What follows belongs to an exercise in optimizing a design on an open flow for small area, a short achievable clock period and few clock cycles per item; a production flow would make more cautious choices.
At most, simulation tests tie the RTL to the original design; equivalence was not proved.

Design window_stack_hit_test, start of the top module:
module window_stack_hit_test (
  input  logic                                clk_i,
  input  logic                                rst_ni,
  input  logic                                in_valid_i,
  output logic                                in_ready_o,
  input  logic                                command_i,
  input  logic [wsh_pkg::SLOT_W-1:0]          slot_i,
  input  logic [wsh_pkg::COORD_BITS-1:0]      left_i,
  input  logic [wsh_pkg::COORD_BITS-1:0]      bottom_i,
  input  logic [wsh_pkg::COORD_BITS-1:0]      right_i,
  input  logic [wsh_pkg::COORD_BITS-1:0]      top_i,
  input  logic [wsh_pkg::COORD_BITS-1:0]      point_x_i,
  input  logic [wsh_pkg::COORD_BITS-1:0]      point_y_i,
  output logic                                out_valid_o,
  input  logic                                out_ready_i,
  output logic                                hit_o,
  output logic [wsh_pkg::ID_OUT_W-1:0]        window_id_o,
  input  logic                                psel,
  input  logic                                penable,
  input  logic                                pwrite,
  input  logic [wsh_pkg::APB_AW-1:0]          paddr,
  input  logic [wsh_pkg::APB_DW-1:0]          pwdata,
  output logic [wsh_pkg::APB_DW-1:0]          prdata,
  output logic                                pready
);
Size in the first run: about 4000 cells after synthesis, ~160 I/O pins.
export LEC_CHECK = 0
export CAP_MARGIN = 30
export CELL_PAD_IN_SITES_DETAIL_PLACEMENT = 2
export CELL_PAD_IN_SITES_GLOBAL_PLACEMENT = 2
export CORE_MARGIN = 2
export CORE_UTILIZATION = 35
export CTS_BUF_LIST = sky130_fd_sc_hd__clkbuf_8
export CTS_CLUSTER_DIAMETER = 50
export CTS_CLUSTER_SIZE = 16
export SETUP_SLACK_MARGIN = 4.25
export SLEW_MARGIN = 20
create_clock -name core_clock -period 8.0 [get_ports {clk_i}]
run.sh (not shown) runs the stock make flow with config.mk's settings and CLKGATE_MAP_FILE= SYNTH_SCRIPT=/design/flow/synth_recipe.tcl, a recipe that flattens the netlist after the stock synthesis.
Change:
- SETUP_SLACK_MARGIN: 4.25 -> 4.18
Setup slack is better by 0.039 ns.
Fmax increases by 0.98%.
Final area hardly moves.
Sequential share of layout area hardly moves.
Sequential cell count stays the same.
Function was not checked in any run of this note: the RTL went through the layout flow alone.

========
Another version of the RTL of window_stack_hit_test (not shown whole).
Size in the first run: roughly 1100 flip-flops, roughly 160 I/O pins, roughly 0.052 sq mm of cells after synthesis.
Design window_stack_hit_test, start of the top module:
module window_stack_hit_test (
  input  logic                                clk_i,
  input  logic                                rst_ni,
  input  logic                                in_valid_i,
  output logic                                in_ready_o,
  input  logic                                command_i,
  input  logic [wsh_pkg::SLOT_W-1:0]          slot_i,
  input  logic [wsh_pkg::COORD_BITS-1:0]      left_i,
  input  logic [wsh_pkg::COORD_BITS-1:0]      bottom_i,
  input  logic [wsh_pkg::COORD_BITS-1:0]      right_i,
  input  logic [wsh_pkg::COORD_BITS-1:0]      top_i,
  input  logic [wsh_pkg::COORD_BITS-1:0]      point_x_i,
  input  logic [wsh_pkg::COORD_BITS-1:0]      point_y_i,
  output logic                                out_valid_o,
  input  logic                                out_ready_i,
  output logic                                hit_o,
  output logic [wsh_pkg::ID_OUT_W-1:0]        window_id_o,
  input  logic                                psel,
  ...
clock: 8.0 ns
lec_check: 0
cap_margin: 30
cell_pad_in_sites_detail_placement: 2
cell_pad_in_sites_global_placement: 2
core_margin: 2
core_utilization: 35
cts_buf_list: sky130_fd_sc_hd__clkbuf_8
cts_cluster_diameter: 50
cts_cluster_size: 16
setup_slack_margin: 4.32
slew_margin: 20
Testbench counts at the start, summed over its fixed seeds: cycles 9,624, items 9,600.
==> next run, changes <==
CTS_CLUSTER_DIAMETER = unset   (was 50)
CTS_CLUSTER_SIZE = unset   (was 16)
SETUP_SLACK_MARGIN = 4.4   (was 4.32)
What happened: Worst setup slack is worse by 0.11 ns. Synthesized area stays the same. Via count climbs by 2.2%. Wire length came out higher by 2.7%. Register-to-register slack got worse by 0.11 ns. Cell area went up by 2.9%. Cell count rose by 2.2%. Die area stays the same. Non-clock buffer count goes up by 62.
==> next run, changes <==
CTS_CLUSTER_DIAMETER = 50   (was unset)
CTS_CLUSTER_SIZE = 16   (was unset)
SETUP_SLACK_MARGIN = 4.25   (was 4.4)
The new run passed the timing, design-rule and antenna checks; sequential cell count does not change; via count is lower by 3.0%; non-clock buffer count drops by 89; final cell count came out lower by 2.6%; setup slack gains 0.068 ns; global-route usage shrinks by 1.2 points; die area is unchanged.

==> separate check: timing with driven ports <==
Ports are ideal in the flow. The routed layouts listed here were re-timed in OpenROAD. Step 1 sets driving cells, clkbuf_16 on the clock port and buf_2 on the other inputs (assumed; they add their load-dependent delay and slew). Step 2, shift: input delay + t, output delay - t, t = (earliest + latest rising clock arrival at the registers) / 2. This alone moves slack from input paths to output paths. Three values: ideal ports, drivers, drivers and shift; two values: the first two.
run	t (ns)	slack for setup (ns)	hold WS [ns]	latest minus earliest clock arrival (ns)
the first run of note 1	0.944	3.957 / 3.957 / 3.957	0.326 / 0.326 / 0.326	0.064 / 0.065
the second run of note 1	0.939	3.996 / 3.996 / 3.996	0.305 / 0.305 / 0.305	0.055 / 0.055
the first run of note 2	0.947	4.308 / 4.308 / 3.885	0.298 / 0.298 / 0.298	0.093 / 0.093
the second run of note 2	0.990	4.200 / 4.200 / 3.891	0.317 / 0.317 / 0.317	0.070 / 0.070
the third run of note 2	0.967	4.268 / 4.260 / 4.000	0.313 / 0.313 / 0.313	0.075 / 0.075
After both steps every run listed still meets setup and hold. The setup slack of the first run of note 2, which loses most, moves by 0.000 ns with the drivers and by -0.423 ns with both steps.
